Background: an optimization exercise with open tools, aiming at small area, a short achievable clock period and few clock cycles per item. Do not read the settings as production practice.
Where RTL was checked, it was by simulation tests only, not by an equivalence proof against the original.
Function not checked in runs 3 to 7: the RTL went through the layout flow alone.
No driver is modelled on the clock port, so clocking that relies on it looks cheaper here than on a real chip.
Power is estimated from default activity; no workload was simulated.

==> flow/run.sh <==
#!/bin/bash
bash standard.sh BUFFER_PORTS_ARGS="-buffer_cell sky130_fd_sc_hd__buf_1" finish > standard.log 2>&1
==> standard.sh <==
#!/bin/bash
# synth_recipe.tcl (not shown) runs the flow's synth.tcl, then flattens the netlist and writes it again
# the make line also repeats each setting of config.mk as NAME=value (left out here)
make -C /OpenROAD-flow-scripts/flow DESIGN_CONFIG=/design/flow/config.mk WORK_HOME=/design/flow/orfs CLKGATE_MAP_FILE= SYNTH_SCRIPT=/design/flow/synth_recipe.tcl "${@:-finish}"
==> config.mk <==
export PLATFORM = sky130hd
export DESIGN_NAME = sha1_pad_top
export DESIGN_NICKNAME = sha1_pad_top
export VERILOG_FILES = /design/flow/design.v
export SDC_FILE = /design/flow/constraint.sdc
export NUM_CORES = 4
export LEC_CHECK = 0
export CAP_MARGIN = 20
export CORE_AREA = 5 5 245 245
export CTS_CLUSTER_DIAMETER = 100
export CTS_CLUSTER_SIZE = 30
export DIE_AREA = 0 0 250 250
export SLEW_MARGIN = 20
==> constraint.sdc <==
create_clock -name core_clock -period 5.0 [get_ports {sys_clk}]
set_input_delay 1.0000 -clock core_clock [delete_from_list [all_inputs] [get_ports {sys_clk}]]
set_output_delay 1.0000 -clock core_clock [all_outputs]
set_load 0.01 [all_outputs]
==> design.v <==
`timescale 1ns/10ps
module sha1_pad_top (
    input  logic           sys_clk,
    input  logic           sys_rst,
    input  logic           msg_cal_channel_ready,
    input  logic           msg_info_fifo_empty,
    input  logic [15:0]    msg_info,
    input  logic [5:0]     msg_channel_num,
    output logic           msg_info_rd_en,
    output logic           msg_data_rd_en,
    input  logic [127:0]   msg_data,
    output logic           msg_filled_data_valid,
    output logic           msg_filled_data_sop,
    output logic           msg_filled_data_eop,
    output logic [511:0]   msg_filled_data,
    output logic           msg_filled_info_valid,
    output logic [15:0]    msg_filled_info,
    output logic [13:0]    msg_filled_tag,
    output logic [11:0]    msg_filled_addr
);
    logic          info_pend;       
    logic          nxt_v;
    logic [15:0]   nxt_len;
    logic [5:0]    nxt_ch;
    logic          consume;
    always_ff @(posedge sys_clk) begin
        if (sys_rst) begin
            msg_info_rd_en <= 1'b0;
            info_pend <= 1'b0;
            nxt_v <= 1'b0;
        end else begin
            msg_info_rd_en <= !msg_info_fifo_empty && msg_cal_channel_ready && !msg_info_rd_en
                              && !info_pend && !nxt_v;
            info_pend <= msg_info_rd_en;
            if (info_pend) begin
                nxt_v <= 1'b1;
            end else if (consume) begin
                nxt_v <= 1'b0;
            end
        end
    end
    always_ff @(posedge sys_clk) begin
        if (info_pend) begin
            nxt_len <= msg_info;
            nxt_ch <= msg_channel_num;
        end
    end
    logic          act;             
    logic [11:0]   cnt;             
    logic          nz;              
    logic          padp;            
    logic          padrd;           
    logic          ext;             
    logic          fst;             
    logic [1:0]    pos;             
    logic          last_q;          
    logic          s_full;
    logic          s_pad;
    logic          s_p3;
    logic [11:0]   cnt_dec;
    logic          cnt_one;
    for (genvar i = 0; i < 12; i++) begin : g_dec
        if (i == 0) begin : g_lsb
            assign cnt_dec[i] = !cnt[i];
        end else begin : g_bit
            assign cnt_dec[i] = cnt[i] ^ !(|cnt[i-1:0]);
        end
    end
    assign cnt_one = (cnt == 12'd1);
    assign s_full = act && nz;
    assign s_pad = act && !nz && padp;
    assign s_p3 = act && (pos == 2'd3);
    assign consume = nxt_v && (!act || last_q);
    always_ff @(posedge sys_clk) begin
        if (sys_rst) begin
            act <= 1'b0;
            pos <= 2'd0;
            last_q <= 1'b0;
        end else begin
            last_q <= act && !last_q && (pos == 2'd2) && (!nz || cnt_one) && !ext;
            if (act) begin
                pos <= pos + 1'b1;
                if (!nz) begin
                    padp <= 1'b0;
                end
                fst <= 1'b0;
                if (s_p3 && !nz) begin
                    ext <= 1'b0;
                end
                if (last_q) begin
                    act <= 1'b0;
                end
            end
            if (consume) begin
                act <= 1'b1;
                padp <= 1'b1;
                padrd <= |nxt_len[3:0];
                ext <= (nxt_len[5:0] >= 6'd56);
                fst <= 1'b1;
            end
        end
    end
    always_ff @(posedge sys_clk) begin
        if (consume) begin
            cnt <= nxt_len[15:4];
            nz <= |nxt_len[15:4];
        end else begin
            cnt <= cnt_dec;
            nz <= nz && !cnt_one;
        end
    end
    logic          full_a, pad_a, last_a, p3_a, first_a;
    logic          full_b, pad_b, last_b, p3_b, first_b;
    always_ff @(posedge sys_clk) begin
        if (sys_rst) begin
            msg_data_rd_en <= 1'b0;
            last_a <= 1'b0;
            p3_a <= 1'b0;
            first_a <= 1'b0;
            last_b <= 1'b0;
            p3_b <= 1'b0;
            first_b <= 1'b0;
        end else begin
            msg_data_rd_en <= s_full || (s_pad && padrd);
            last_a <= act && last_q;
            p3_a <= s_p3;
            first_a <= act && fst;
            last_b <= last_a;
            p3_b <= p3_a;
            first_b <= first_a;
        end
    end
    always_ff @(posedge sys_clk) begin
        full_a <= s_full;
        pad_a <= s_pad;
        full_b <= full_a;
        pad_b <= pad_a;
    end
    logic [15:0]   out_len;
    always_ff @(posedge sys_clk) begin
        if (first_a) begin
            out_len <= nxt_len;
        end
    end
    logic [15:0]   keep;
    logic [15:0]   padb;
    logic [127:0]  in_word;
    logic [127:0]  s0, s1, s2, s3;
    always_comb begin
        for (int j = 0; j < 16; j++) begin
            keep[j] = full_b || (pad_b && (4'(j) < out_len[3:0]));
            padb[j] = pad_b && (4'(j) == out_len[3:0]);
            in_word[127-8*j -: 8] = (msg_data[127-8*j -: 8] & {8{keep[j]}}) | {padb[j], 7'b0};
        end
        if (last_b) begin
            in_word[18:3] = in_word[18:3] | out_len;
        end
    end
    always_ff @(posedge sys_clk) begin
        s0 <= s1;
        s1 <= s2;
        s2 <= s3;
        s3 <= in_word;
    end
    assign msg_filled_data = {s0, s1, s2, s3};
    logic          at_first;        
    logic [5:0]    blk_idx;
    logic [10:0]   blocks;
    logic [10:0]   blk_plus1;
    logic [10:0]   blk_plus2;
    logic [5:0]    idx_inc;
    logic [13:0]   tag_inc;
    for (genvar i = 0; i < 11; i++) begin : g_blk
        if (i == 0) begin : g_b0
            assign blk_plus1[i] = !nxt_len[6];
            assign blk_plus2[i] = nxt_len[6];
        end else if (i < 10) begin : g_bm
            assign blk_plus1[i] = nxt_len[6+i] ^ (&nxt_len[6+i-1:6]);
            if (i == 1) begin : g_b1
                assign blk_plus2[i] = !nxt_len[7];
            end else begin : g_bn
                assign blk_plus2[i] = nxt_len[6+i] ^ (&nxt_len[6+i-1:7]);
            end
        end else begin : g_btop
            assign blk_plus1[i] = &nxt_len[15:6];
            assign blk_plus2[i] = &nxt_len[15:7];
        end
    end
    for (genvar i = 0; i < 6; i++) begin : g_idx
        if (i == 0) begin : g_i0
            assign idx_inc[i] = !blk_idx[i];
        end else begin : g_in
            assign idx_inc[i] = blk_idx[i] ^ (&blk_idx[i-1:0]);
        end
    end
    for (genvar i = 0; i < 14; i++) begin : g_tag
        if (i == 0) begin : g_t0
            assign tag_inc[i] = !msg_filled_tag[i];
        end else begin : g_tn
            assign tag_inc[i] = msg_filled_tag[i] ^ (&msg_filled_tag[i-1:0]);
        end
    end
    assign blocks = (nxt_len[5:0] >= 6'd56) ? blk_plus2 : blk_plus1;
    always_ff @(posedge sys_clk) begin
        if (sys_rst) begin
            msg_filled_data_valid <= 1'b0;
            msg_filled_data_sop <= 1'b0;
            msg_filled_data_eop <= 1'b0;
            at_first <= 1'b0;
            blk_idx <= 6'd0;
            msg_filled_tag <= '1;   
        end else begin
            msg_filled_data_valid <= p3_b;
            msg_filled_data_sop <= p3_b && at_first;
            msg_filled_data_eop <= last_b;
            if (first_b) begin
                at_first <= 1'b1;
            end else if (p3_b) begin
                at_first <= 1'b0;
            end
            if (p3_b) begin
                blk_idx <= at_first ? 6'd0 : idx_inc;
                if (at_first) begin
                    msg_filled_tag <= tag_inc;
                end
            end
        end
    end
    logic [5:0]    out_ch;
    logic [10:0]   out_blocks;
    always_ff @(posedge sys_clk) begin
        if (first_b) begin
            out_ch <= nxt_ch;
            out_blocks <= blocks;
        end
    end
    assign msg_filled_info_valid = msg_filled_data_sop;
    assign msg_filled_info = {5'd0, out_blocks};
    assign msg_filled_addr = {out_ch, blk_idx};
endmodule
==> summary.txt, run 1 <==
- In this run the power density over the cells is ~410 nW/um^2.
- The number of enable-type register cells in the synthesized netlist is 59.
- The proportion of netlist area held by the largest area contributor is between 70% and 80%.
- Measured along the x axis, the die boundary spans 250 um.
- The launching point of the worst reg2reg path is full_b.
- The internal portion of the total power is 0.006305 W.
- The startpoint identified for the worst hold timing path is s2[94].
- CTS built an H-tree with a depth of 1.
- The area of the die is roughly 63000 sq um.
- The filler cell count in the final layout is ~5.8k.
- The time the final worst path needs with I/O delays and setup is approximately 2.4 ns.
- Clock tree synthesis found a total of 626 sinks.
- Dividing the detail-routed wire length by the instance count gives 22.74 um.
- The setup slack on the worst flop-to-flop path is 2.87 ns.
- The CTS tree is yes.
- The number of resized instances in the post-cts repair step is 0.
- The post-route worst hold slack is around 0.35 ns.
- The most used flip-flop cell after synthesis is sky130_fd_sc_hd__dfxtp_1.
- The last weighted congestion value of the routability-driven placer is slightly below 1.
- The first routing iteration left roughly 540 violations.
- The number of top-level pins is a little over 700.
- Global routing consumed, over all layers together, roughly 17% of the routing resources.
- The global-route wire length before repair is about 80000 um.
- For hold timing, the worst endpoint is s1[94].
- The depth of the worst hold-timing path is 0.
- IR analysis of the VDD net gives a maximum drop of around 0.29 mV.
- The HPWL after detailed placement is about 48000 um.
- The worst setup path is of the register to primary output kind.
- Setup violations remaining at the end of the flow were counted as 0.
- The final antenna-violating net count is 0.
- Together, buffers and inverters on the worst path number 1.
- The analysis attributes to cell leakage a power of approximately 7.4 nW.
- The clock network is responsible for roughly 32% of the overall power.
- The sequential cell area fraction in the yosys report is 83.42%.
- At the worst endpoint, the arrival time is roughly 1.5 ns.
- The max-slew headroom at the worst pin is a little under a third.
- The timing-limited maximum frequency is about 400 MHz.
- On the critical path the largest part of the delay comes from buffers and inverters.
- The worst-case reg-to-reg path depth is 4.
- After synthesis, the most frequently instantiated cells are sky130_fd_sc_hd__dfxtp_1 (567), sky130_fd_sc_hd__and2_1 (61), sky130_fd_sc_hd__edfxtp_1 (59), sky130_fd_sc_hd__nor2_1 (51), sky130_fd_sc_hd__nor2b_1 (50).
- At the later pin of the worst-skew pair, clock insertion delay measures roughly 0.59 ns.
- The pin count of the biggest net entering global routing is 32.
- The global-route congestion overflow total is 0.
- The area occupied by registers is 13120 sq um.
- The dominant cell by count in the synthesized netlist is sky130_fd_sc_hd__dfxtp_1.
- The data required time at the worst endpoint is roughly 4.0 ns.
- The die boundary height is ~250 um.
- The detailed-router iteration count before antenna repair is 5.
- The number of global-route vias before repair is approximately 11k.
- The total area inside the core boundary comes to ~57000 sq um.
- The synthesized netlist cell count is 1051.
- The initial antenna violation count is 9.
- By area the synthesized netlist is led by sky130_fd_sc_hd__dfxtp_1 (72%), sky130_fd_sc_hd__edfxtp_1 (11%), sky130_fd_sc_hd__and2_1 (2.4%).
- The share of flip-flops with an asynchronous set or reset is 0%.
- The switching component of the power is between 0.0015 and 0.002 W.
- In this run the critical register-to-register path is captured at s3[60].
- The count of buffers inserted at the top-level ports is around 700.
- Tracing the worst setup path back leads to its startpoint at s3[85].
- The routed layout has approximately 10k vias.
- Max-cap violations in this run came to 0.
- The remaining routing DRC violations is 0.
- The signal on the critical path passes through buf_1.
- The worst setup path is captured at a primary output.
- Dividing the final minimum period by the clock period gives 48.90%.
- In this run the mean area of a mapped cell was roughly 15 sq um.
- The number of buffers created by CTS is 27.
- The number of distinct library cells after synthesis is between 50 and 60.
- The multi-input combinational cells in the finished layout cover a total of roughly 2400 sq um.
- The buffer count from post-CTS setup fixing is 0.
- The tightest min-delay check is of the register to register type.
- The CTS root buffer is sky130_fd_sc_hd__clkbuf_16.
- The design draws 0.008141 W.
- Clock-pin slew was measured on the worst setup and hold paths at roughly 0.11 ns.
- The number of pins with negative max-slew slack in the final report is 0.
- The floorplan has 88 rows.
- For this design, the slowest cell found on the critical path is sky130_fd_sc_hd__buf_1.
- The run finished with no timing, DRC or antenna violations.
- The mapped netlist covers between 15000 and 20000 sq um.
- The largest driver fanout on the critical path is 2.
- For this run, the number of Yosys warnings is 1.
- The flop and latch count out of synthesis is ~630.
- Cells with a size suffix above 1 make up ~2.8% of the layout.
- Summed over all layers, the routed wires come to between 50000 and 60000 um.
- After the last flow step, the layout net total stands at slightly below 2k.
- The initial utilization of the core area, before any placement, comes to between 20 and 30%.
- sky130_fd_sc_hd__dfxtp_1 takes more of the synthesized area than any other cell.
- For the pin with the worst max-slew slack, the measured transition is 1.025 ns.
- No sink is reached through more buffers than the 3 on the longest clock path.
- For this design, the CTS-stage hold fixing added 0 buffers.
- STA classifies the critical path startpoint as a register.
- For the final routed database, the setup TNS stands at 0 ns.
- The final worst clock skew is around 0.024 ns.
- The ratio of routed vias to standard cells is between 4 and 5.
- The hold violation total from the final report was 0.
- The sequential group share of total power is between 60% and 70%.
- The biggest cell delay along the critical path is around 0.49 ns.
- The switching share of power is between 20% and 30%.
- The share of total power dissipated in combinational logic is 3.3%.
- Setup repair after global routing left no endpoint under its margin.
- Compared with the post-synthesis result, the final layout area differs by 27.37%.
-- cells in the final DEF, fill, tap and decap left out, drive strengths merged, types with 6 or more instances in the layout --
master	instances
edfxtp	59
and3	8
o21ai	12
a21oi	26
ha	16
nor2	51
and2	61
xor2	9
xnor2	12
nand3	20
a22o	17
dfxtp	567
nor2b	50
inv	26
nand4	6
nand2	33
buf	710
nor4	6
clkbuf	29
-- per-stage QoR --
| step | setup slack (ns) | utilization, % | instances | cell area, sq um |
|---|---|---|---|---|
| detailed placement | 2.806 | 33.51 | 2500 | 19220 |
| floorplan | 3.126 | - | 1055 | 15750 |
| global route | 2.463 | 34.91 | 2538 | 20030 |
| global placement | 2.906 | 33.51 | 2500 | 19220 |
| finish | 2.555 | 34.93 | 2541 | 20040 |
| CTS | 2.531 | 34.91 | 2538 | 20030 |
-- power groups by stage --
stage          combinational (W)  clock (W)  sequential, W
6_report                0.000267    0.00263        0.00524
5_1_grt                 0.000296    0.00290        0.00525
4_1_cts                 0.000272    0.00273        0.00524
3_5_place_dp            0.000270          0        0.00535
3_3_place_gp            0.000264          0        0.00535
2_1_floorplan           0.000117          0        0.00536
-- sequential cells by signal (all words and copies together) (netlist names), 2 cells and up --
| signal | count |
|---|---|
| out_ch | 6 |
| msg_filled_tag | 14 |
| blk_idx | 6 |
| out_len | 16 |
| cnt | 12 |
| s1 | 128 |
| s3 | 128 |
| out_blocks | 11 |
| s0 | 128 |
| nxt_len | 16 |
| s2 | 128 |
| nxt_ch | 6 |
| pos | 2 |
-- cell type report --
| type | count | area share, % |
|---|---|---|
| flip-flops and latches | 626 | 65.50 |
| diodes | 3 | 0.03747 |
| clock buffers | 29 | 3.410 |
| multi-input cells | 378 | 11.93 |
| inverters | 21 | 0.3934 |
| clock inverters | 9 | 0.6120 |
| repair buffers | 710 | 13.34 |
| well taps | 765 | 4.777 |
-- worst max path at each step --
| stage | end | slack (ns) | depth (start not counted) |
|---|---|---|---|
| 3_5_place_dp | s3[27] | 2.81 | 3 |
| 5_1_grt | msg_filled_data[81] | 2.46 | 1 |
| 6_report | msg_filled_data[85] | 2.55 | 1 |
| 2_1_floorplan | ext | 3.13 | 3 |
| 4_1_cts | msg_filled_data[84] | 2.53 | 1 |
| 3_3_place_gp | s3[30] | 2.91 | 3 |
-- logic make-up after synthesis --
family / count (synthesis) / share of synthesized area [%]
AO/OA/AOI/OAI: 77 / 3.420
XOR/XNOR: 21 / 1.169
adder cells (fa/ha/maj): 16 / 1.273
buffers and inverters: 51 / 1.479
flip-flops: 626 / 83.42
multiplexers: 4 / 0.2625
other: 1 / 0.02384
AND/OR/NAND/NOR: 255 / 8.948
-- layer usage --
layer	vias up	global-route usage [%]	part of all wire (%)
li1	4847	-	-
met1	5026	21.61	41
met2	384	28.43	47
met3	81	6.128	8.6
met4	4	5.551	3.4
met5	-	0	0.048
Testbench counts, summed over its fixed seeds: cycles 19,299, messages 800.
==> run 2: changes to the inputs <==
==> flow/run.sh (replaced) <==
#!/bin/bash
bash standard.sh BUFFER_PORTS_ARGS="-buffer_cell sky130_fd_sc_hd__buf_1" SETUP_SLACK_MARGIN=2.9 finish > standard.log 2>&1
==> summary.txt, run 2 <==
- The post-route netlist has roughly 63% of its cells at a drive strength greater than 1.
- Broken down by cell family, the worst path's largest delay share belongs to flip-flops.
- Setup repair after global routing could not meet its margin everywhere.
- The max-slew headroom at the worst pin is 36.76%.
- The width of the chip is between 200 and 300 um.
- The wire length after detailed routing is 62920 um.
- Dividing the detail-routed via count by the number of cells gives 4.102.
- In this run the core area contains slightly below 90 standard-cell rows.
- The detailed-router iteration count before antenna repair is 6.
- The flop and latch count out of synthesis is about 630.
- Summing the areas of all compound-gate instances in the mapped netlist gives 3.420% of the synthesized area.
- The global-route wire length before repair is 84720 um.
- Measured along the y axis, the die boundary spans ~250 um.
- The average wire length per cell after detail routing is 23.71 um.
- The most common cell after layout, fill and taps aside is sky130_fd_sc_hd__buf_6.
- The largest total area in the synthesized netlist belongs to sky130_fd_sc_hd__dfxtp_1.
- The signal on the critical path passes through clkbuf_2.
- The number of global-route vias before repair is roughly 11k.
- Setup violations remaining at the end of the flow were counted as 0.
- The internal power of the cells totals 0.006364 W.
- The final cell area excluding filler cells is roughly 25000 sq um.
- The net count of the finished layout is ~2.0k.
- After the flow finishes, the layout carries non-filler instances totaling around 2.7k.
- In this design, the stage delay of the slowest critical-path cell is approximately 0.42 ns.
- The post-CTS clock slew at the launch and capture registers of the worst setup and hold paths is 0.11 ns.
- The kind of start point of the critical path is a register.
- The count of yosys warnings during synthesis is 1.
- Power spread over the standard cell area amounts to 327.4 nW/um^2.
- The power after layout is 0.008253 W.
- The final critical path takes up approximately 43% of the cycle.
- The initial antenna violation count is 12.
- After detailed routing, the number of remaining DRC violations is 0.
- In the layout the commonest cells are sky130_fd_sc_hd__buf_6 (457), sky130_fd_sc_hd__dfxtp_2 (426), sky130_fd_sc_hd__buf_1 (156).
- The per-instance average area after synthesis is roughly 15 sq um.
- In this run the number of H-tree levels came out at 1.
- The slowest library cell on the worst path is sky130_fd_sc_hd__edfxtp_1.
- The global-route congestion overflow total is 0.
- The static leakage power is around 11 nW.
- The CTS root buffer is sky130_fd_sc_hd__clkbuf_16.
- The hold violation total from the final report came to 0.
- The pin count of the biggest net entering global routing is 32.
- In the synthesized netlist the async set-or-reset flop fraction comes to 0%.
- The critical path in this run is classified as register to primary output.
- The filler cell count in the final layout is about 5k.
- The DRC violation total after the first TritonRoute iteration is 517.
- Along the worst path, the maximum fanout reaches 1.
- The adder and majority cell fraction of the synthesized area is between 1 and 1.5%.
- By area the synthesized netlist is led by sky130_fd_sc_hd__dfxtp_1 (72%), sky130_fd_sc_hd__edfxtp_1 (11%), sky130_fd_sc_hd__and2_1 (2.4%).
- The xor/xnor share of the synthesized area is 1.169%.
- The final antenna-violating net count is 0.
- The worst setup path is captured at a primary output.
- The mapped netlist covers around 16000 sq um.
- The most used flip-flop cell after synthesis is sky130_fd_sc_hd__dfxtp_1.
- The time the final worst path needs with I/O delays and setup is roughly 2.2 ns.
- The later pin in the worst-skew pair is clocked with a latency of just over 0.6 ns.
- On the final layout, the worst clock skew is 0.03610 ns.
- The die covers approximately 63000 sq um.
- The area growth from synthesis to layout is 60.26%.
- The combinational group share of total power is ~4.3%.
- The number of buffers between clock root and the deepest sink is 3.
- The post-synthesis simple-gate area fraction is 8.948%.
- The number of buffers inserted for hold repair after clock tree synthesis is 0.
- In the post-synthesis netlist, the cell with the most instances is sky130_fd_sc_hd__dfxtp_1.
- In this run the biggest area consumer among cell types represents 72.16% of the synthesized area.
- The endpoint arrival time on the critical path is 1.16 ns.
- The starting density of the core is 27.42%.
- The share of the Yosys chip area taken by registers is 83.42%.
- TritonCTS built the clock tree.
- For this design the total switching power over the nets is 0.001889 W.
- The last weighted congestion value of the routability-driven placer is between 0.9 and 1.
- Across every metal layer, demand over resource in global routing totals a little under a fifth.
- Pin placement for this block handled 714 I/O pins.
- The class of the tightest hold or removal check is register to register.
- The routed layout has 10.88k vias.
- The flow ran to the end and the layout has no timing, DRC or antenna violations.
- The mux cell area share after synthesis is 0.2625%.
- The share of total power dissipated in the clock network is approximately a third.
- The placed instances occupy a cell area of 19220 sq um.
- The setup TNS is 0 ns.
- The HPWL after detailed placement is roughly 48000 um.
- Based on the critical path, the design can be clocked at up to around 460 MHz.
- By count the netlist is led by sky130_fd_sc_hd__dfxtp_1 (567), sky130_fd_sc_hd__and2_1 (61), sky130_fd_sc_hd__edfxtp_1 (59), sky130_fd_sc_hd__nor2_1 (51), sky130_fd_sc_hd__nor2b_1 (50).
- The count of buffers inserted at the top-level ports is slightly above 700.
- The count of buffering cells on the critical path with inverters included is 1.
- The sequential group share of total power is 63.4%.
- The pin slew with the least headroom to its limit is around 0.95 ns.
- The highest ir drop seen on vdd is around 0.28 mV.
- The data required time at the worst endpoint is about 4.0 ns.
- Buffers inserted during clock tree synthesis total 27.
- The netlist uses 55 different library cells.
- Of the total power, the share spent switching nets is between 20% and 30%.
- The number of pins with negative max-slew slack in the final report came to 0.
- The number of enable-type register cells in the synthesized netlist is a little under 60.
- The tool flagged a number of max-cap violations equal to 0.
- The synthesized netlist cell count is about 1.1k.
- The standard cell core area is ~57000 sq um.
- By area, the combinational part of the netlist is dominated by simple AND/OR/NAND/NOR gates.
- Counting tap cells, the placed design contains a total of ~2.5k instances.
- The clock net in this run drives a total of approximately 630 sinks.
## run 2: cell types whose count changed in the layout (fill, tap and decap cells not counted), moves of 78 or more
cell	change
sky130_fd_sc_hd__dfxtp_1	-473
sky130_fd_sc_hd__buf_2	+78
sky130_fd_sc_hd__buf_6	+457
sky130_fd_sc_hd__buf_1	-552
sky130_fd_sc_hd__dfxtp_2	+425
sky130_fd_sc_hd__buf_4	+114
## run 2: worst register-to-register path, cell delays in order (launching register included)
cell,delay (ns)
sky130_fd_sc_hd__edfxtp_1,0.64
sky130_fd_sc_hd__or2_1,0.39
sky130_fd_sc_hd__a21oi_4,0.38
sky130_fd_sc_hd__a21oi_2,0.21
sky130_fd_sc_hd__and2_1,0.26
## run 2: final timing paths
check           startpoint            endpoint  slack (ns)  depth (start not counted)
max          out_blocks[8]  msg_filled_info[8]        2.84                          1
min                 s1[43]              s0[43]        0.35                          0
max reg2reg     out_len[2]              s3[93]        3.01                          4
min reg2reg         s1[43]              s0[43]        0.35                          0
## run 2: cell families after synthesis
kind of cell,after synthesis
buffers and inverters,51
muxes,4
xor gates and xnor gates,21
DFF,626
AOI/OAI and AO/OA,77
other,1
and+or+nand+nor,255
adders and majority gates,16
## run 2: per-stage QoR
| stage | hold WS (ns) | util (%) | worst slack [ns] |
|---|---|---|---|
| final | 0.3526 | 43.95 | 2.836 |
| after global placement | 0.3331 | 33.51 | 2.906 |
| after CTS | 0.3480 | 42.53 | 2.770 |
| after floorplan | 0.3096 | - | 3.126 |
| after global routing | 0.3572 | 43.94 | 2.777 |
| after detailed placement | 0.3329 | 33.51 | 2.806 |
## run 2: power groups by stage
stage	registers, W	clock network [W]	logic, W
2_1_floorplan	0.00536	0	0.000117
3_3_place_gp	0.00535	0	0.000264
3_5_place_dp	0.00535	0	0.000270
4_1_cts	0.00523	0.00273	0.000341
5_1_grt	0.00524	0.00291	0.000381
6_report	0.00523	0.00267	0.000352
## run 2: timing repair
action                     4_1_cts  5_1_grt
pin swaps                        0        0
resized for setup             1498      152
setup endpoints to repair      577      415
buffers inserted                84       28
## run 2: area by class of cell
type | instances | area, sq um | share of cell area (%)
tap | 765 | 957.2 | 3.797
multi-input combinational | 378 | 2406 | 9.544
antenna | 3 | 7.507 | 0.02978
sequential | 626 | 13840 | 54.88
clock inverter | 9 | 122.6 | 0.4864
clock buffer | 29 | 683.2 | 2.710
timing repair buffer | 822 | 7118 | 28.24
inverter | 21 | 78.83 | 0.3127
## run 2: per-layer routing
metal	wire length [um]	global-route usage [%]
met1	24340	21.85
met2	30700	31.18
met3	5381	6.326
met4	2454	6.284
met5	34	0
==> run 3: changes to the inputs <==
--- a/design.v
+++ b/design.v
@@ -145,7 +145,7 @@
     logic [15:0]   keep;
     logic [15:0]   padb;
     logic [127:0]  in_word;
-    logic [127:0]  s0, s1, s2, s3;
+    logic [127:0]  s0, s1, s2;
     always_comb begin
         for (int j = 0; j < 16; j++) begin
             keep[j] = full_b || (pad_b && (4'(j) < out_len[3:0]));
@@ -159,10 +159,9 @@
     always_ff @(posedge sys_clk) begin
         s0 <= s1;
         s1 <= s2;
-        s2 <= s3;
-        s3 <= in_word;
-    end
-    assign msg_filled_data = {s0, s1, s2, s3};
+        s2 <= in_word;
+    end
+    assign msg_filled_data = {s0, s1, s2, in_word};
     logic          at_first;        
     logic [5:0]    blk_idx;
     logic [10:0]   blocks;
@@ -210,15 +209,15 @@
             blk_idx <= 6'd0;
             msg_filled_tag <= '1;   
         end else begin
-            msg_filled_data_valid <= p3_b;
-            msg_filled_data_sop <= p3_b && at_first;
-            msg_filled_data_eop <= last_b;
-            if (first_b) begin
+            msg_filled_data_valid <= p3_a;
+            msg_filled_data_sop <= p3_a && at_first;
+            msg_filled_data_eop <= last_a;
+            if (first_a) begin
                 at_first <= 1'b1;
-            end else if (p3_b) begin
+            end else if (p3_a) begin
                 at_first <= 1'b0;
             end
-            if (p3_b) begin
+            if (p3_a) begin
                 blk_idx <= at_first ? 6'd0 : idx_inc;
                 if (at_first) begin
                     msg_filled_tag <= tag_inc;
@@ -229,7 +228,7 @@
     logic [5:0]    out_ch;
     logic [10:0]   out_blocks;
     always_ff @(posedge sys_clk) begin
-        if (first_b) begin
+        if (first_a) begin
             out_ch <= nxt_ch;
             out_blocks <= blocks;
         end
==> flow/run.sh (replaced) <==
#!/bin/bash
bash standard.sh BUFFER_PORTS_ARGS="-buffer_cell sky130_fd_sc_hd__buf_2" finish > standard.log 2>&1
--- a/config.mk
+++ b/config.mk
@@ -6,8 +6,8 @@
 export NUM_CORES = 4
 export LEC_CHECK = 0
 export CAP_MARGIN = 20
-export CORE_AREA = 5 5 245 245
+export CORE_MARGIN = 2
+export CORE_UTILIZATION = 40
 export CTS_CLUSTER_DIAMETER = 100
 export CTS_CLUSTER_SIZE = 30
-export DIE_AREA = 0 0 250 250
 export SLEW_MARGIN = 20
==> summary.txt, run 3 <==
- The flow did not finish.
- The flow stopped in I/O pin placement.
- The tool reported: "[ERROR PPL-0024] Number of IO pins (714) exceeds maximum number of available positions (662). Increase the die perimeter from 740.16um to 971.04um".
- Summed over its instances, the top area cell type makes up roughly 67% of the synthesized netlist area.
- The cell taking the most area after synthesis is sky130_fd_sc_hd__dfxtp_1.
- For this configuration, the core starts out at a cell density of between 40% and 50%.
- The most used flip-flop cell after synthesis is sky130_fd_sc_hd__dfxtp_1.
- The synthesized design contains 59 enable-type register cells.
- Yosys attributes the largest share of cell area to sky130_fd_sc_hd__dfxtp_1 (67%), sky130_fd_sc_hd__edfxtp_1 (14%), sky130_fd_sc_hd__and2_1 (2.9%).
- After synthesis the netlist holds a flip-flop and latch count of between 400 and 500.
- Ranked by instance count, the synthesized netlist is headed by sky130_fd_sc_hd__dfxtp_1 (436), sky130_fd_sc_hd__and2_1 (61), sky130_fd_sc_hd__edfxtp_1 (59), sky130_fd_sc_hd__nor2b_1 (48), sky130_fd_sc_hd__nor2_1 (47).
- The number of placement rows is 66.
- After synthesis, the mean cell area works out to ~14 sq um.
- Sequential cells were found to cover 80.09% of the synthesized design area.
- The count of yosys warnings during synthesis is 1.
- The number of distinct library cells after synthesis is 57.
- Measured along the x axis, the die boundary spans between 150 and 200 um.
- The share of flip-flops with an asynchronous set or reset is 0%.
- The dominant cell by count in the synthesized netlist is sky130_fd_sc_hd__dfxtp_1.
- From bottom edge to top edge, the die measures 185.0 um.
- The post-synthesis cell area is 13110 sq um.
- The synthesized netlist cell count is about 920.
==> run 3: cell families after synthesis <==
family | synth area share, %
xor gates and xnor gates | 1.336
muxes | 0.3340
adders and majority gates | 1.527
other | 0.02860
DFF | 80.09
buffers and inverters | 1.727
AOI/OAI and AO/OA | 4.123
and+or+nand+nor | 10.83
==> run 4: changes to the inputs <==
--- a/config.mk
+++ b/config.mk
@@ -6,8 +6,8 @@
 export NUM_CORES = 4
 export LEC_CHECK = 0
 export CAP_MARGIN = 20
-export CORE_MARGIN = 2
-export CORE_UTILIZATION = 40
+export CORE_AREA = 5 5 245 245
 export CTS_CLUSTER_DIAMETER = 100
 export CTS_CLUSTER_SIZE = 30
+export DIE_AREA = 0 0 250 250
 export SLEW_MARGIN = 20
==> summary.txt, run 4 <==
- After legalization and detailed placement, the total HPWL measured 48690 um.
- The number of placement rows is 88.
- The cell area that synthesis handed to floorplanning was about 13000 sq um.
- The dominant cell by count in the synthesized netlist is sky130_fd_sc_hd__dfxtp_1.
- The largest total area in the synthesized netlist belongs to sky130_fd_sc_hd__dfxtp_1.
- The synthesized netlist contains 57 unique library cells.
- The synthesized design contains 495 register bits.
- The detailed-router iteration count before antenna repair is 5.
- In the post-synthesis netlist, the biggest area contributors are sky130_fd_sc_hd__dfxtp_1 (67%), sky130_fd_sc_hd__edfxtp_1 (14%), sky130_fd_sc_hd__and2_1 (2.9%).
- The width of the chip is 250 um.
- The first global-routing pass estimated approximately 78000 um of wire.
- Of the total power, the clock network draws between 30% and 40%.
- Routability-driven placement finished with a final weighted congestion of about 1.
- The die boundary height is about 250 um.
- The flow ran to the end and the layout has no timing, DRC or antenna violations.
- The count of yosys warnings during synthesis is 1.
- The setup slack on the worst flop-to-flop path is between 2 and 3 ns.
- The number of buffers created by CTS is 24.
- The completed layout was analyzed and its total power is between 0.006 and 0.007 W.
- The share of flip-flops with an asynchronous set or reset is 0%.
- The starting density of the core is between 20% and 30%.
- The final worst-path cycle share is 80.25%.
- In this run the count of I/O pins placed on the die edge is 714.
- The most critical setup path has its startpoint at out_len[2].
- The CTS tree is yes.
- The hold violation total from the final report was 0.
- Once the clock tree was built, the resizer swapped 0 gates to a different size.
- The number of global-route vias before repair is just under 10k.
- Summed over all cells, the static leakage comes to 9.150 nW.
- The DRC violation total after the first TritonRoute iteration is ~640.
- The endpoint identified for the worst register-to-register timing path is s2[47].
- The largest driver fanout on the critical path is 13.
- Headroom to the max-slew limit came out at between 40% and 50%.
- The largest single stage delay on the critical path is about 0.80 ns.
- The critical path in this run is classified as register to primary output.
- The filler cell count in the final layout is roughly 6k.
- Cells fill 31.91% of the core in the end.
- In this run, the combinational gates consume under 10% of the power.
- Sequential cells burn between 60 and 70% of the power.
- The final layout contains around 1.8k nets.
- CTS saw 495 sinks.
- The endpoint class of the critical path is a primary output.
- The ratio of routed vias to standard cells is 3.986.
- IR analysis of the VDD net gives a maximum drop of between 0.2 and 0.25 mV.
- The most used flip-flop cell after synthesis is sky130_fd_sc_hd__dfxtp_1.
- The final antenna-violating net count is 0.
- The worst path in the final design needs a cycle of roughly 4 ns, including I/O delays and setup.
- Entering global routing, the biggest net connects 32 pins.
- The worst register-to-register path begins at out_len[2].
- The number of buffers inserted for hold repair after clock tree synthesis is 0.
- The initial antenna violation count is 12.
- In the final routed layout, each cell accounts on average for between 20 and 25 um.
- The largest registers in the layout are s0 (128), s1 (128), s2 (128).
- Of the post-synthesis cell area, the dominant cell type holds about 67%.
- Cells with a size suffix above 1 make up a little under half of the layout.
- The global-route congestion overflow total is 0.
- Based on the critical path, the design can be clocked at up to ~250 MHz.
- For the worst setup path, the data required time is about 4.0 ns.
- The internal power contribution is between 0.005 and 0.006 W.
- Yosys mapped a number of flops with a built-in enable equal to slightly below 60.
- The wire length after detailed routing is approximately 58000 um.
- For this run, the number of standard cells in the final layout without fillers is 2414.
- After clock tree synthesis, the setup repair step added 0 buffers.
- Each instance of the synthesized netlist takes up on average roughly 14 sq um.
- Summed over all failing endpoints, the final setup total negative slack is 0 ns.
- The root buffer cell chosen for the clock tree is sky130_fd_sc_hd__clkbuf_16.
- The finished cells cover roughly 18000 sq um.
- The final worst clock skew is 0.03186 ns.
- Summing the sequential cell areas from Yosys gives about 80% of the chip area.
- For this design, the slowest cell found on the critical path is sky130_fd_sc_hd__a31oi_2.
- The total number of H-tree levels is 1.
- The area of the die is around 63000 sq um.
- Data arrives at the worst endpoint at 3.01 ns.
- After technology mapping, the gate count stands at ~900.
- The critical path ends at msg_filled_data[47].
- The standard cell core area is between 50000 and 60000 sq um.
- The pin slew with the least headroom to its limit is 0.8920 ns.
- The top cell types in the final layout, fill and taps aside, are sky130_fd_sc_hd__buf_2 (708), sky130_fd_sc_hd__dfxtp_1 (435), sky130_fd_sc_hd__and2_1 (61).
- Sorting the synthesized cells by how often they occur yields sky130_fd_sc_hd__dfxtp_1 (436), sky130_fd_sc_hd__and2_1 (61), sky130_fd_sc_hd__edfxtp_1 (59), sky130_fd_sc_hd__nor2b_1 (48), sky130_fd_sc_hd__nor2_1 (47).
- In this run the worst hold path is classified as register to register.
- The number of cells on the worst reg-to-reg path is 4.
- The number of setup violations in the final report is 0.
- After detailed placement, the design holds a cell count of around 2.4k.
- The remaining routing DRC violations is 0.
- The placed instances occupy a cell area of ~18000 sq um.
- The switching share of power is 23.96%.
- For this design the ratio of total power to cell area is around 370 nW/um^2.
- The clock passes through at most 3 buffers.
- STA classifies the critical path startpoint as a register.
- Max-cap violations in this run came to 0.
- The depth of the worst hold-timing path is 0.
- Leaving out fill and tap cells, the most frequent cell in the layout is sky130_fd_sc_hd__buf_2.
- The global-route usage over all layers is roughly 17%.
- The signal on the critical path passes through a31oi_2 > o21ai_1 > nand2_1 > o21ai_0 > buf_2.
- The clock insertion delay at the later pin of the skew report is 0.59 ns.
- Summed over all nets, the switching power comes to around 0.0016 W.
- From synthesis to final layout, the design area changed by 39.63%.
- The count of buffers inserted at the top-level ports is just over 700.
- The post-CTS clock slew at the launch and capture registers of the worst setup and hold paths is 0.11 ns.
- The number of pins with negative max-slew slack in the final report is 0.
- Setup repair after global routing left no endpoint under its margin.
- The routed layout has 9622 vias.
run 4: worst min-delay path by stage:
stage,start,end
after floorplan,full_a,full_b
after global placement,s1[102],s0[102]
after detailed placement,full_a,full_b
after CTS,s1[77],s0[77]
after global routing,s1[77],s0[77]
final,s1[77],s0[77]
run 4: kinds of logic after synthesis:
group,after synthesis,synth area share (%)
adders and majority gates,16,1.527
AOI/OAI and AO/OA,77,4.123
xor gates and xnor gates,20,1.336
buffers and inverters,50,1.727
muxes,3,0.3340
and+or+nand+nor,259,10.83
other,1,0.02860
DFF,495,80.09
run 4: cell type report:
cell class | instances | area [sq um] | area share [%]
clock inverters | 9 | 176.4 | 0.9638
flip-flops and latches | 495 | 10500 | 57.37
clock buffers | 26 | 608.1 | 3.322
inverters | 22 | 82.58 | 0.4511
repair buffers | 711 | 3566 | 19.48
well taps | 765 | 957.2 | 5.229
diodes | 6 | 15.01 | 0.08202
multi-input cells | 380 | 2399 | 13.10
run 4: worst max-delay path, delay by kind of cell, from the launching register on:
kind            cells  cell delay (ns)
buf+inv             1             0.18
flops               1             0.57
simple gates        1             0.19
compound gates      3             1.49
run 4: through the flow:
step / hold slack [ns] / setup WS [ns]
2_1_floorplan: 0.3096 / 2.544
3_3_place_gp: 0.3281 / 1.655
3_5_place_dp: 0.3161 / 1.571
4_1_cts: 0.3212 / 0.9057
5_1_grt: 0.3311 / 0.8390
6_report: 0.3226 / 0.9876
run 4: power by group through the flow:
| stage | sequential [W] | clock (W) | combinational (W) |
|---|---|---|---|
| global route | 0.00420 | 0.00257 | 0.000354 |
| floorplan | 0.00427 | 0 | 0.000136 |
| CTS | 0.00418 | 0.00243 | 0.000324 |
| global placement | 0.00427 | 0 | 0.000317 |
| detailed placement | 0.00427 | 0 | 0.000322 |
| finish | 0.00418 | 0.00234 | 0.000319 |
run 4: routing by layer:
layer | track usage (%) | vias to the layer above | share of wire [%]
li1 | - | 4467 | -
met1 | 20.65 | 4700 | 40
met2 | 29.22 | 379 | 49
met3 | 6.086 | 70 | 8.8
met4 | 4.631 | 6 | 2.6
met5 | 0 | - | 0.057
==> run 5: changes to the inputs <==
--- a/design.v
+++ b/design.v
@@ -49,7 +49,7 @@
     logic [11:0]   cnt;             
     logic          nz;              
     logic          padp;            
-    logic          padrd;           
+    logic [3:0]    tail;            
     logic          ext;             
     logic          fst;             
     logic [1:0]    pos;             
@@ -94,7 +94,7 @@
             if (consume) begin
                 act <= 1'b1;
                 padp <= 1'b1;
-                padrd <= |nxt_len[3:0];
+                tail <= nxt_len[3:0];
                 ext <= (nxt_len[5:0] >= 6'd56);
                 fst <= 1'b1;
             end
@@ -110,7 +110,10 @@
         end
     end
     logic          full_a, pad_a, last_a, p3_a, first_a;
-    logic          full_b, pad_b, last_b, p3_b, first_b;
+    logic [3:0]    tail_a;
+    logic          last_b, p3_b, first_b;
+    logic [15:0]   keep;            
+    logic [15:0]   padb;            
     always_ff @(posedge sys_clk) begin
         if (sys_rst) begin
             msg_data_rd_en <= 1'b0;
@@ -121,7 +124,7 @@
             p3_b <= 1'b0;
             first_b <= 1'b0;
         end else begin
-            msg_data_rd_en <= s_full || (s_pad && padrd);
+            msg_data_rd_en <= s_full || (s_pad && (|tail));
             last_a <= act && last_q;
             p3_a <= s_p3;
             first_a <= act && fst;
@@ -133,8 +136,11 @@
     always_ff @(posedge sys_clk) begin
         full_a <= s_full;
         pad_a <= s_pad;
-        full_b <= full_a;
-        pad_b <= pad_a;
+        tail_a <= tail;
+        for (int j = 0; j < 16; j++) begin
+            keep[j] <= full_a || (pad_a && (4'(j) < tail_a));
+            padb[j] <= pad_a && (4'(j) == tail_a);
+        end
     end
     logic [15:0]   out_len;
     always_ff @(posedge sys_clk) begin
@@ -142,14 +148,10 @@
             out_len <= nxt_len;
         end
     end
-    logic [15:0]   keep;
-    logic [15:0]   padb;
     logic [127:0]  in_word;
     logic [127:0]  s0, s1, s2;
     always_comb begin
         for (int j = 0; j < 16; j++) begin
-            keep[j] = full_b || (pad_b && (4'(j) < out_len[3:0]));
-            padb[j] = pad_b && (4'(j) == out_len[3:0]);
             in_word[127-8*j -: 8] = (msg_data[127-8*j -: 8] & {8{keep[j]}}) | {padb[j], 7'b0};
         end
         if (last_b) begin
==> summary.txt, run 5 <==
- The setup slack after placement is around 2.4 ns.
- The ratio of routed vias to standard cells is around 4.0.
- The cell taking the most area after synthesis is sky130_fd_sc_hd__dfxtp_1.
- The part of the power in the clock network is approximately 34%.
- The wire length after detailed routing is around 55000 um.
- For the worst setup path, the data required time is about 4.0 ns.
- Clock-pin slew was measured on the worst setup and hold paths at between 0.1 and 0.15 ns.
- The highest ir drop seen on vdd is around 0.31 mV.
- The number of top-level pins is approximately 700.
- The synthesized netlist cell count is 936.
- In the synthesized netlist the async set-or-reset flop fraction comes to 0%.
- After synthesis, the netlist uses between 50 and 60 different library cells.
- The clock arrives with just under 0.02 ns of skew.
- The timing-limited maximum frequency is 321.9 MHz.
- The clock drives roughly 530 sinks.
- Once the clock tree was built, the resizer swapped 0 gates to a different size.
- Entering global routing, the biggest net connects 36 pins.
- Among cell families on the critical path, the largest total delay comes from flip-flops.
- The internal power contribution is about 0.0056 W.
- The HPWL after detailed placement is between 40000 and 50000 um.
- Along the worst path, the maximum fanout reaches 17.
- For this configuration, the core starts out at a cell density of roughly a quarter.
- Registers take 11270 sq um.
- Setup violations remaining at the end of the flow were counted as 0.
- The power after layout is between 0.007 and 0.008 W.
- The count of buffering cells on the critical path with inverters included is 1.
- The most used flip-flop cell after synthesis is sky130_fd_sc_hd__dfxtp_1.
- After synthesis, the most frequently instantiated cells are sky130_fd_sc_hd__dfxtp_1 (470), sky130_fd_sc_hd__and2_1 (104), sky130_fd_sc_hd__edfxtp_1 (62), sky130_fd_sc_hd__nor2_1 (50), sky130_fd_sc_hd__a21o_1 (21).
- At the worst endpoint, the arrival time is around 2.1 ns.
- The per-instance average area after synthesis is ~15 sq um.
- Traced cell by cell, the critical path runs through a22o_1 > buf_2.
- The library cell used most frequently in the layout, excluding fill and tap cells, is sky130_fd_sc_hd__buf_2.
- In this run, the number of DRC markers left after iteration 0 of detailed routing was roughly 500.
- The standard cell core area is about 57000 sq um.
- The initial antenna violation count was 4.
- The global-route wire length before repair is about 75000 um.
- For this run, the number of Yosys warnings is 1.
- The die covers ~63000 sq um.
- The tree is rooted in a sky130_fd_sc_hd__clkbuf_16.
- The setup TNS is 0 ns.
- The worst setup path is launched from a register.
- The biggest cell delay along the critical path is around 1.0 ns.
- The number of pins with negative max-slew slack in the final report is 0.
- The critical path is of the register to primary output type.
- For the pin with the worst max-slew slack, the measured transition is between 1 and 1.5 ns.
- The remaining routing DRC violations is 0.
- The switching share of power is a little under a quarter.
- After synthesis, the largest area contributor takes up roughly two thirds of total cell area.
- The tightest min-delay check is of the register to register type.
- The later pin in the worst-skew pair is clocked with a latency of slightly below 0.6 ns.
- The slowest library cell on the worst path is sky130_fd_sc_hd__dfxtp_1.
- In this run the tool buffered the top-level ports with slightly above 700 buffer cells.
- After synthesis the netlist holds a flip-flop and latch count of 532.
- The switching component of the power is around 0.0016 W.
- The post-synthesis cell area is around 14000 sq um.
- The run finished with no timing, DRC or antenna violations.
- The width of the chip is around 250 um.
- For this design, the CTS-stage hold fixing added 0 buffers.
- The number of placement rows is 88.
- By instance count, the leading cell after synthesis is sky130_fd_sc_hd__dfxtp_1.
- The CTS tree is yes.
- The final worst-path cycle share is 62.14%.
- In the layout the commonest cells are sky130_fd_sc_hd__buf_2 (708), sky130_fd_sc_hd__dfxtp_1 (468), sky130_fd_sc_hd__and2_1 (104).
- For this run, the detailed router's first-pass iteration total came to 4.
- The hold violation total from the final report came to 0.
- The largest registers in the layout are s0 (128), s1 (128), s2 (128).
- Relative to the synthesized area, the layout overhead comes to 37.47%.
- The global-route congestion overflow total is 0.
- The multi-input combinational cells in the finished layout cover a total of 2439 sq um.
- The number of nets in the final layout is between 1.5k and 2k.
- The number of buffers created by CTS is 24.
- The number of max-capacitance violations reported is 0.
- After filler insertion, the fill cell instance count of the layout stands at 5758.
- The die boundary height is around 250 um.
- The number of global-route vias before repair came to between 9k and 10k.
- Power spread over the standard cell area amounts to 376.3 nW/um^2.
- Across every metal layer, demand over resource in global routing totals roughly 16%.
- The total via count after detailed routing is between 9k and 10k.
- The max-slew headroom at the worst pin is between 30% and 40%.
- The share of post-route cells with drive strength above 1 is between 40 and 50%.
- The number of buffers between clock root and the deepest sink is 3.
- Yosys attributes the largest share of cell area to sky130_fd_sc_hd__dfxtp_1 (68%), sky130_fd_sc_hd__edfxtp_1 (13%), sky130_fd_sc_hd__and2_1 (4.7%).
- Yosys mapped a number of flops with a built-in enable equal to just over 60.
- The average wire length per cell after detail routing is around 23 um.
- Combinational logic is responsible for 3.9% of the overall power.
- The buffer count from post-CTS setup fixing is 0.
- The final antenna-violating net count is 0.
- Setup slack on the critical path of the routed design comes to 1.893 ns.
- Routability-driven placement finished with a final weighted congestion of a little under 1.
- The static leakage power is 9.671 nW.
- CTS built an H-tree with a depth of 1.
- The sequential group share of total power is a little over three fifths.
- For the finished layout, the period the worst path requires is 3.107 ns.
- Setup repair after global routing left no endpoint under its margin.
- The endpoint class of the critical path is a primary output.
- Sequential cells were found to cover around four fifths of the synthesized design area.
-- run 5: cell types whose count changed after synthesis, moves of 7 or more --
| cell | previous run | this run |
|---|---|---|
| sky130_fd_sc_hd__nor2b_1 | 48 | 6 |
| sky130_fd_sc_hd__nand2_1 | 43 | 14 |
| sky130_fd_sc_hd__inv_1 | 21 | 14 |
| sky130_fd_sc_hd__a21o_1 | 1 | 21 |
| sky130_fd_sc_hd__o21ai_0 | 13 | 4 |
| sky130_fd_sc_hd__and2_1 | 61 | 104 |
| sky130_fd_sc_hd__nand3_1 | 18 | 9 |
| sky130_fd_sc_hd__dfxtp_1 | 436 | 470 |
| sky130_fd_sc_hd__nand2b_1 | 2 | 14 |
-- run 5: worst reg2reg max path, stage by stage (launching register included) --
cell	delay [ns]
sky130_fd_sc_hd__dfxtp_1	0.52
sky130_fd_sc_hd__nor2b_1	0.26
sky130_fd_sc_hd__nand2b_1	0.82
sky130_fd_sc_hd__nor2_1	0.28
sky130_fd_sc_hd__a21o_1	0.25
-- run 5: cells by family (layout without fill, tap and decap cells) --
family | count (synthesis) | count (layout) | synth area share, %
adder cells (fa/ha/maj) | 16 | 16 | 1.442
AND/OR/NAND/NOR | 238 | 238 | 9.966
multiplexers | 3 | 3 | 0.2433
flip-flops | 532 | 532 | 81.17
AO/OA/AOI/OAI | 83 | 83 | 4.388
XOR/XNOR | 22 | 22 | 1.388
other | 1 | 10 | 0.02701
buffers and inverters | 41 | 763 | 1.378
-- run 5: power groups by stage --
stage	Sequential (W)	Combinational [W]	Clock [W]
4_1_cts	0.00449	0.000287	0.00250
5_1_grt	0.00450	0.000315	0.00265
3_5_place_dp	0.00459	0.000286	0
2_1_floorplan	0.00458	0.000125	0
3_3_place_gp	0.00458	0.000279	0
6_report	0.00449	0.000284	0.00241
-- run 5: cell type report --
cell class | instances | share of cell area (%)
Clock inverter | 11 | 0.8456
Sequential cell | 532 | 59.06
Inverter | 15 | 0.2950
Clock buffer | 28 | 3.343
Multi-Input combinational cell | 367 | 12.78
Antenna cell | 5 | 0.06555
Tap cell | 765 | 5.014
Timing Repair Buffer | 709 | 18.60
-- run 5: final timing paths --
path	startpoint	to	slack, ns	depth (start not counted)
min reg2reg	s1[21]	s0[21]	0.34	0
max	last_b	msg_filled_data[12]	1.89	2
min	s1[21]	s0[21]	0.34	0
max reg2reg	act	ext	2.67	4
-- run 5: per-layer routing --
layer,routed length [um],GRT usage [%],vias to the layer above
met5,0,0,-
met4,1448,4.226,0
met3,5943,6.701,48
met2,25910,26.92,432
met1,21860,20.15,4658
li1,-,-,4531
-- run 5: stage by stage --
| step | std cells | instance area, sq um | hold slack [ns] | utilization [%] |
|---|---|---|---|---|
| 2_1_floorplan | 940 | 13900 | 0.3484 | - |
| 3_3_place_gp | 2388 | 18280 | 0.3291 | 31.86 |
| 3_5_place_dp | 2388 | 18280 | 0.3311 | 31.86 |
| 4_1_cts | 2427 | 19070 | 0.3300 | 33.25 |
| 5_1_grt | 2431 | 19090 | 0.3436 | 33.27 |
| 6_report | 2432 | 19090 | 0.3400 | 33.28 |
==> run 6: changes to the inputs <==
==> flow/run.sh (replaced) <==
#!/bin/bash
bash standard.sh BUFFER_PORTS_ARGS="-buffer_cell sky130_fd_sc_hd__buf_1" finish > standard.log 2>&1
==> summary.txt, run 6 <==
- The flow ran to the end and the layout has no timing, DRC or antenna violations.
- The area of the multi-input gates is 2439 sq um.
- Clock tree synthesis inserted a total of 24 buffers.
- The standard cell core area is about 57000 sq um.
- The number of top-level pins is roughly 710.
- The sequential cells in the finished layout cover a total of about 11000 sq um.
- Dividing the synthesized area by the synthesized cell count gives between 10 and 15 sq um.
- The critical path starts at last_b.
- The setup TNS is 0 ns.
- After detailed routing, the wire length on met1 is roughly 22000 um.
- After synthesis, the netlist uses 55 different library cells.
- The class of the most critical setup path is register to primary output.
- After detailed routing, the average wire length per cell comes to about 23 um.
- Setup violations remaining at the end of the flow were counted as 0.
- The endpoint arrival time on the critical path is approximately 2.1 ns.
- Counting the fill cells in the layout gives between 5k and 6k.
- The cell taking the most area after synthesis is sky130_fd_sc_hd__dfxtp_1.
- The largest registers in the layout are s0 (128), s1 (128), s2 (128).
- The area of the die is between 60000 and 70000 sq um.
- The buffer count from post-CTS setup fixing is 0.
- The number of placed instances, taps included is ~2.4k.
- The non-filler instance count after layout is roughly 2.4k.
- The number of pins with negative max-slew slack in the final report is 0.
- The count of buffers inserted at the top-level ports is about 710.
- The number of enable-type register cells in the synthesized netlist is 62.
- The number of placement rows is between 80 and 90.
- In the final layout, the share of cells above drive strength 1 is 3.012%.
- Synthesis produced a netlist whose cell count is between 900 and 1k.
- The internal power contribution is roughly 0.0055 W.
- The most used flip-flop cell after synthesis is sky130_fd_sc_hd__dfxtp_1.
- The cell sitting at the root of the clock tree is a sky130_fd_sc_hd__clkbuf_16.
- The share of flip-flops with an asynchronous set or reset is 0%.
- TritonCTS built the clock tree.
- The largest driver fanout on the critical path is 17.
- The global-route congestion overflow total is 0.
- The total via count after detailed routing is ~9.8k.
- The timing-limited maximum frequency is 327.3 MHz.
- The worst hold path begins at s1[16].
- Combinational logic burns 3.7% of the power.
- The part of the power in the clock network is 33.3%.
- The die is ~250 um tall.
- The time the final worst path needs with I/O delays and setup is between 3 and 4 ns.
- The longest clock path from root to sink contains 3 buffers.
- The highest layer touched by signal routing is met4.
- The ratio of routed vias to standard cells is 4.025.
- At the later pin of the worst-skew pair, clock insertion delay measures between 0.5 and 0.6 ns.
- Global routing consumed, over all layers together, 16.46% of the routing resources.
- The first global-routing pass estimated approximately 75000 um of wire.
- The final worst clock skew is between 0.03 and 0.04 ns.
- VDD sags by at most ~0.32 mV.
- The HPWL after detailed placement is ~46000 um.
- For this block, the routed nets add up to between 50000 and 60000 um of wire.
- The library cell used most frequently in the layout, excluding fill and tap cells, is sky130_fd_sc_hd__buf_1.
- The number of global-route vias before repair is slightly below 10k.
- The count of yosys warnings during synthesis is 1.
- The initial antenna violation count was 3.
- The max-slew headroom at the worst pin is between 30% and 40%.
- Summed over its instances, the top area cell type makes up 67.76% of the synthesized netlist area.
- The worst hold path belongs to the class register to register.
- The total number of clock tree sinks is roughly 530.
- In this run, post-CTS hold repair placed 0 buffers.
- At the end of the flow the core is filled with cells to a little under a third.
- The total number of H-tree levels is 1.
- The static leakage power is between 6 and 7 nW.
- The last weighted congestion value of the routability-driven placer is 1.004.
- Setup repair after global routing left no endpoint under its margin.
- The switching share of power is about 23%.
- The detail route stage leaves a number of antenna-violating nets equal to 0.
- Dividing total power by cell area gives a power density of a little under 400 nW/um^2.
- The pin count of the biggest net entering global routing is 35.
- The kind of start point of the critical path is a register.
- The number of resized instances in the post-cts repair step is 0.
- Leaving out fill and tap cells, the most frequent cells in the layout are sky130_fd_sc_hd__buf_1 (708), sky130_fd_sc_hd__dfxtp_1 (468), sky130_fd_sc_hd__and2_1 (104).
- The share of total power dissipated in sequential elements is between 60% and 70%.
- Synthesis inferred ~530 register bits.
- STA classifies the critical path endpoint as a primary output.
- The post-CTS clock slew at the launch and capture registers of the worst setup and hold paths is 0.12 ns.
- The detailed-router iteration count before antenna repair is 5.
- The analysis attributes to net switching a power of around 0.0017 W.
- The starting density of the core is 24.21%.
- The DRC violation total after the first TritonRoute iteration is 710.
- Wire segments on met2 add up to approximately 26000 um in the final route.
- The dominant cell by count in the synthesized netlist is sky130_fd_sc_hd__dfxtp_1.
- The number of nets in the final layout is about 1.8k.
- In this run the critical register-to-register path is launched from act.
- Across the run, the number of max-cap violations was 0.
- The synthesized netlist occupies a cell area of 13890 sq um.
- The length of routed met3 wiring is between 5000 and 6000 um.
- At the worst endpoint, the required time is 4.00 ns.
- The hold violation total from the final report is 0.
- Yosys attributes the largest share of cell area to sky130_fd_sc_hd__dfxtp_1 (68%), sky130_fd_sc_hd__edfxtp_1 (13%), sky130_fd_sc_hd__and2_1 (4.7%).
- Relative to the synthesized area, the layout overhead comes to 30.86%.
- The final worst-path cycle share is between 60% and 70%.
- Of the synthesized area, sequential elements account for approximately 81%.
- The width of the chip is between 200 and 300 um.
- The remaining routing DRC violations is 0.
- Sorting the synthesized cells by how often they occur yields sky130_fd_sc_hd__dfxtp_1 (470), sky130_fd_sc_hd__and2_1 (104), sky130_fd_sc_hd__edfxtp_1 (62), sky130_fd_sc_hd__nor2_1 (50), sky130_fd_sc_hd__a21o_1 (21).
- The pin slew with the least headroom to its limit is around 1.0 ns.
-- run 6: power by group through the flow --
stage               logic (W)  registers, W  clock network, W
floorplan            0.000125       0.00458                 0
global placement     0.000253       0.00458                 0
detailed placement   0.000262       0.00459                 0
CTS                  0.000264       0.00449           0.00246
global route         0.000293       0.00450           0.00261
finish               0.000260       0.00449           0.00237
-- run 6: cells by family after synthesis --
group / count (synthesis) / synth area share [%]
buffers and inverters: 41 / 1.378
adders and majority gates: 16 / 1.442
muxes: 3 / 0.2433
AOI/OAI and AO/OA: 83 / 4.388
and+or+nand+nor: 238 / 9.966
other: 1 / 0.02701
xor gates and xnor gates: 22 / 1.388
DFF: 532 / 81.17
-- run 6: worst paths after layout --
path,slack (ns),cells after the start,to
setup / recovery,1.95,2,msg_filled_data[12]
hold / removal,0.33,0,s0[16]
setup reg to reg,2.67,4,ext
hold reg to reg,0.33,0,s0[16]
-- run 6: routing by layer --
layer,vias up,track usage (%)
met5,-,0
met2,415,27.13
met3,51,6.273
met1,4773,20.53
met4,0,4.007
li1,4526,-
-- run 6: critical path, cell delays in order (launching register included) --
cell	delay, ns
sky130_fd_sc_hd__dfxtp_1	0.97
sky130_fd_sc_hd__a22o_1	0.31
sky130_fd_sc_hd__buf_1	0.17
-- run 6: through the flow --
step / power, W / cell area, sq um / hold slack (ns) / setup slack, ns
global route: 0.007410 / 18170 / 0.3458 / 1.740
detailed placement: 0.004848 / 17400 / 0.3340 / 2.167
CTS: 0.007217 / 18170 / 0.3397 / 1.805
floorplan: 0.004704 / 13900 / 0.3484 / 2.654
finish: 0.007121 / 18170 / 0.3332 / 1.945
global placement: 0.004834 / 17400 / 0.3315 / 2.170
-- run 6: final cells by class --
type | count | share of cell area, %
Inverter | 15 | 0.3099
Clock buffer | 29 | 3.463
Timing Repair Buffer | 710 | 14.71
Antenna cell | 1 | 0.01377
Multi-Input combinational cell | 367 | 13.42
Clock inverter | 7 | 0.7781
Sequential cell | 532 | 62.04
Tap cell | 765 | 5.268
==> run 7: changes to the inputs <==
==> flow/run.sh (replaced) <==
#!/bin/bash
# Standard layout with buf_2 port buffers and pins one track apart. After CTS
# (flow/post_cts.tcl) the clock tree's root buffer is taken out, then the
# timing repair runs.
set -e
bash standard.sh BUFFER_PORTS_ARGS="-buffer_cell sky130_fd_sc_hd__buf_2" \
  PLACE_PINS_ARGS="-min_distance 1 -min_distance_in_tracks" \
  SKIP_CTS_REPAIR_TIMING=1 POST_CTS_TCL=$PWD/flow/post_cts.tcl \
  SETUP_SLACK_MARGIN=2.6 finish > standard.log 2>&1
==> flow/post_cts.tcl (new file) <==
# After CTS: take out the clock tree's root buffer, so the clock port drives
# the tree's first level (a couple of buffers) directly, one buffer delay less
# to every flip-flop; then run the timing repair that CTS would have run.
set block [ord::get_db_block]
set port_net [$block findNet sys_clk]
set loads {}
foreach it [$port_net getITerms] { lappend loads $it }
set root ""
if {[llength $loads] == 1} {
  set root [[lindex $loads 0] getInst]
  if {![string match "sky130_fd_sc_hd__clkbuf_*" [[$root getMaster] getName]]} { set root "" }
}
if {$root ne ""} {
  set out_net ""
  foreach it [$root getITerms] {
    if {[$it isOutputSignal]} { set out_net [$it getNet] }
  }
  set moved {}
  foreach it [$out_net getITerms] {
    if {[$it getInst] ne $root} { lappend moved $it }
  }
  if {[llength $moved] <= 4} {
    foreach it $moved {
      $it disconnect
      $it connect $port_net
    }
    puts "post_cts: removed [$root getName]; clock port now drives [llength $moved] pins"
    odb::dbInst_destroy $root
    odb::dbNet_destroy $out_net
  } else {
    puts "post_cts: root buffer drives [llength $moved] pins, left as is"
  }
} else {
  puts "post_cts: clock port drives [llength $loads] pins, left as is"
}
estimate_parasitics -placement
repair_timing_helper
detailed_placement
check_placement -verbose
--- a/config.mk
+++ b/config.mk
@@ -6,8 +6,8 @@
 export NUM_CORES = 4
 export LEC_CHECK = 0
 export CAP_MARGIN = 20
-export CORE_AREA = 5 5 245 245
+export CORE_AREA = 5 5 170 170
 export CTS_CLUSTER_DIAMETER = 100
 export CTS_CLUSTER_SIZE = 30
-export DIE_AREA = 0 0 250 250
+export DIE_AREA = 0 0 175 175
 export SLEW_MARGIN = 20
==> summary.txt, run 7 <==
- The last weighted congestion value of the routability-driven placer is 0.9908.
- The time the final worst path needs with I/O delays and setup is 2.589 ns.
- Measured against its own limit, the worst slew margin works out to 44.39%.
- The proportion of netlist area held by the largest area contributor is 67.76%.
- The commonest cells after synthesis are sky130_fd_sc_hd__dfxtp_1 (470), sky130_fd_sc_hd__and2_1 (104), sky130_fd_sc_hd__edfxtp_1 (62), sky130_fd_sc_hd__nor2_1 (50), sky130_fd_sc_hd__a21o_1 (21).
- By area the synthesized netlist is led by sky130_fd_sc_hd__dfxtp_1 (68%), sky130_fd_sc_hd__edfxtp_1 (13%), sky130_fd_sc_hd__and2_1 (4.7%).
- The number of distinct library cells after synthesis is 55.
- Synthesis handed over a netlist of between 900 and 1k instances.
- The share of flip-flops with an asynchronous set or reset is 0%.
- In the final routed layout, each cell accounts on average for ~22 um.
- The DRC violation total after the first TritonRoute iteration is 449.
- slightly above 700 I/O pins were placed.
- For this run, the share of the core covered by cells in the final layout is 70.51%.
- The finished cells cover approximately 19000 sq um.
- The number of global-route vias before repair came to ~9.7k.
- The ratio of routed vias to standard cells is a little under 5.
- The final worst-path cycle share is between 50% and 60%.
- After detailed placement, the total cell area comes to between 15000 and 20000 sq um.
- The final antenna-violating net count is 0.
- The initial antenna violation count is 7.
- Setup violations remaining at the end of the flow were counted as 0.
- The biggest area contributor in the post-synthesis netlist is sky130_fd_sc_hd__dfxtp_1.
- Clock latency on the worst-skew pair, taken at its later pin, is about 0.41 ns.
- The layer flagged by global routing as most heavily used is met2.
- The cell area power density is 354.7 nW/um^2.
- For this run, the number of Yosys warnings is 1.
- The starting density of the core is ~52%.
- The kind of start point of the critical path is a primary input.
- After detailed routing, the number of remaining DRC violations is 0.
- The class of the most critical setup path is primary input to primary output.
- For this design, the sink count on the clock tree is between 500 and 600.
- After clock tree synthesis, the clock-pin slew on the worst setup and hold paths is ~0.11 ns.
- The width of the chip is 175 um.
- The wire length after detailed routing is between 40000 and 50000 um.
- Setup repair after global routing could not meet its margin everywhere.
- The number of max-capacitance violations reported is 0.
- On the worst path, the slowest cell contributes a delay of 0.33 ns.
- The final worst-path setup slack is 2.411 ns.
- The count of buffers inserted at the top-level ports is around 710.
- For this run, the top clock speed supported by timing is ~390 MHz.
- The pin count of the biggest net entering global routing is 36.
- Leaving out fill and tap cells, the most frequent cells in the layout are sky130_fd_sc_hd__buf_2 (640), sky130_fd_sc_hd__dfxtp_1 (462), sky130_fd_sc_hd__and2_4 (82).
- After the last flow step, the layout net total stands at ~1.8k.
- The die is 175 um tall.
- The endpoint arrival time on the critical path is 1.59 ns.
- Compared with the post-synthesis result, the final layout area differs by 36.47%.
- Walking the worst path, the cells encountered are buf_2 > a221o_1 > buf_2.
- In this run the worst path has a maximum fanout of 2.
- The global-route usage over all layers is 26.30%.
- For the final routed database, the setup TNS stands at 0 ns.
- For this run, the leading register cell type out of synthesis is sky130_fd_sc_hd__dfxtp_1.
- The area of the die is just over 30000 sq um.
- The total overflow left after global routing is 0.
- Together, buffers and inverters on the worst path number 2.
- The most common cell after layout, fill and taps aside is sky130_fd_sc_hd__buf_2.
- The synthesized design contains between 500 and 600 register bits.
- Counting flops with a built-in enable in the synthesized netlist gives slightly above 60.
- The category of cells accounting for the largest share of critical-path delay is compound AO/OA/AOI/OAI gates.
- The pin slew with the least headroom to its limit is around 0.83 ns.
- The hold violation total from the final report is 0.
- Once detailed placement completed, the half-perimeter wirelength came to about 35000 um.
- The highest ir drop seen on vdd is roughly 0.27 mV.
- For this run, global-route usage on met1 was measured as a little over a quarter.
- For flop-to-flop paths, the worst setup slack is 3.09 ns.
- The class of the tightest hold or removal check is register to register.
- In the final layout, the registers with the most flip-flops are s0 (128), s1 (128), s2 (128).
- The run finished with no timing, DRC or antenna violations.
- The share of post-route cells with drive strength above 1 is between 50% and 60%.
- The number of placement rows is 60.
- The number of pins with negative max-slew slack in the final report came to 0.
- The sequential cell area fraction in the yosys report is approximately four fifths.
- The global routing usage on met3 is between 8 and 9%.
- TritonCTS built the clock tree.
- The filler cell count in the final layout is a little over 2k.
- STA puts the critical path data required time at ~4.0 ns.
- The cell seen most often among critical-path stages is sky130_fd_sc_hd__buf_2.
- The post-synthesis cell area is around 14000 sq um.
- The standard cell core area is 26880 sq um.
- The setup slack after placement is 2.410 ns.
- The endpoint class of the critical path is a primary output.
- The per-instance average area after synthesis is between 10 and 15 sq um.
- The first global-routing pass estimated ~61000 um of wire.
- Between clock sinks in the finished design, the worst skew comes to 0.01055 ns.
- The global-route met2 utilization is a little over two fifths.
- The slowest library cell on the worst path is sky130_fd_sc_hd__a221o_1.
- For this design the static power due to leakage is around 9.7 nW.
- The detailed-router iteration count before antenna repair is 4.
- Detailed routing inserted a total of 9872 vias.
- The dominant cell by count in the synthesized netlist is sky130_fd_sc_hd__dfxtp_1.
-- run 7: changes by cell type in the layout (fill, tap and decap cells not counted), moves of 2 or more --
cell,delta
sky130_fd_sc_hd__buf_6,+68
sky130_fd_sc_hd__clkinv_8,-4
sky130_fd_sc_hd__diode_2,+6
sky130_fd_sc_hd__dfxtp_1,-6
sky130_fd_sc_hd__clkinv_16,-2
sky130_fd_sc_hd__buf_2,+640
sky130_fd_sc_hd__clkbuf_1,+3
sky130_fd_sc_hd__clkbuf_16,-4
sky130_fd_sc_hd__buf_1,-708
sky130_fd_sc_hd__and2_1,-82
sky130_fd_sc_hd__dfxtp_2,+5
sky130_fd_sc_hd__and2_4,+82
-- run 7: power breakdown --
| group | internal (W) | total [W] | switching [W] |
|---|---|---|---|
| sequential | 0.00440 | 0.00448 | 0.0000773 |
| combinational | 0.000165 | 0.000308 | 0.000144 |
| clock | 0.000753 | 0.00193 | 0.00118 |
-- run 7: metrics by stage --
| stage | power [W] | hold slack [ns] | instances |
|---|---|---|---|
| global route | 0.006978 | 0.3508 | 1999 |
| finish | 0.006722 | 0.3453 | 1999 |
| floorplan | 0.004704 | 0.3484 | 940 |
| global placement | 0.004842 | 0.3283 | 1963 |
| detailed placement | 0.004854 | 0.3297 | 1963 |
-- run 7: layout make-up --
type | instances | area (sq um) | area share [%]
Antenna cell | 7 | 17.52 | 0.09244
Clock buffer | 27 | 526.8 | 2.780
Clock inverter | 1 | 8.758 | 0.04622
Inverter | 15 | 56.30 | 0.2971
Multi-Input combinational cell | 367 | 2654 | 14.00
Sequential cell | 532 | 11280 | 59.54
Tap cell | 341 | 426.7 | 2.252
Timing Repair Buffer | 709 | 3976 | 20.98
-- run 7: metal layers --
layer / part of all wire, % / up-vias
li1: - / 4518
met1: 34 / 4549
met2: 47 / 574
met3: 8.0 / 231
met4: 10 / 0
met5: 0 / -
-- run 7: cells by family after synthesis --
| group | Yosys count | synth area share, % |
|---|---|---|
| xor+xnor | 22 | 1.388 |
| flops | 532 | 81.17 |
| fa+ha+maj | 16 | 1.442 |
| simple gates | 238 | 9.966 |
| compound gates | 83 | 4.388 |
| other cells | 1 | 0.02701 |
| buf+inv | 41 | 1.378 |
| mux | 3 | 0.2433 |
-- run 7: final timing paths --
path	start	to	cells past startpoint
setup reg to reg	act	ext	4
setup / recovery	msg_data[7]	msg_filled_data[7]	3
hold reg to reg	s1[83]	s0[83]	0
hold / removal	s1[83]	s0[83]	0
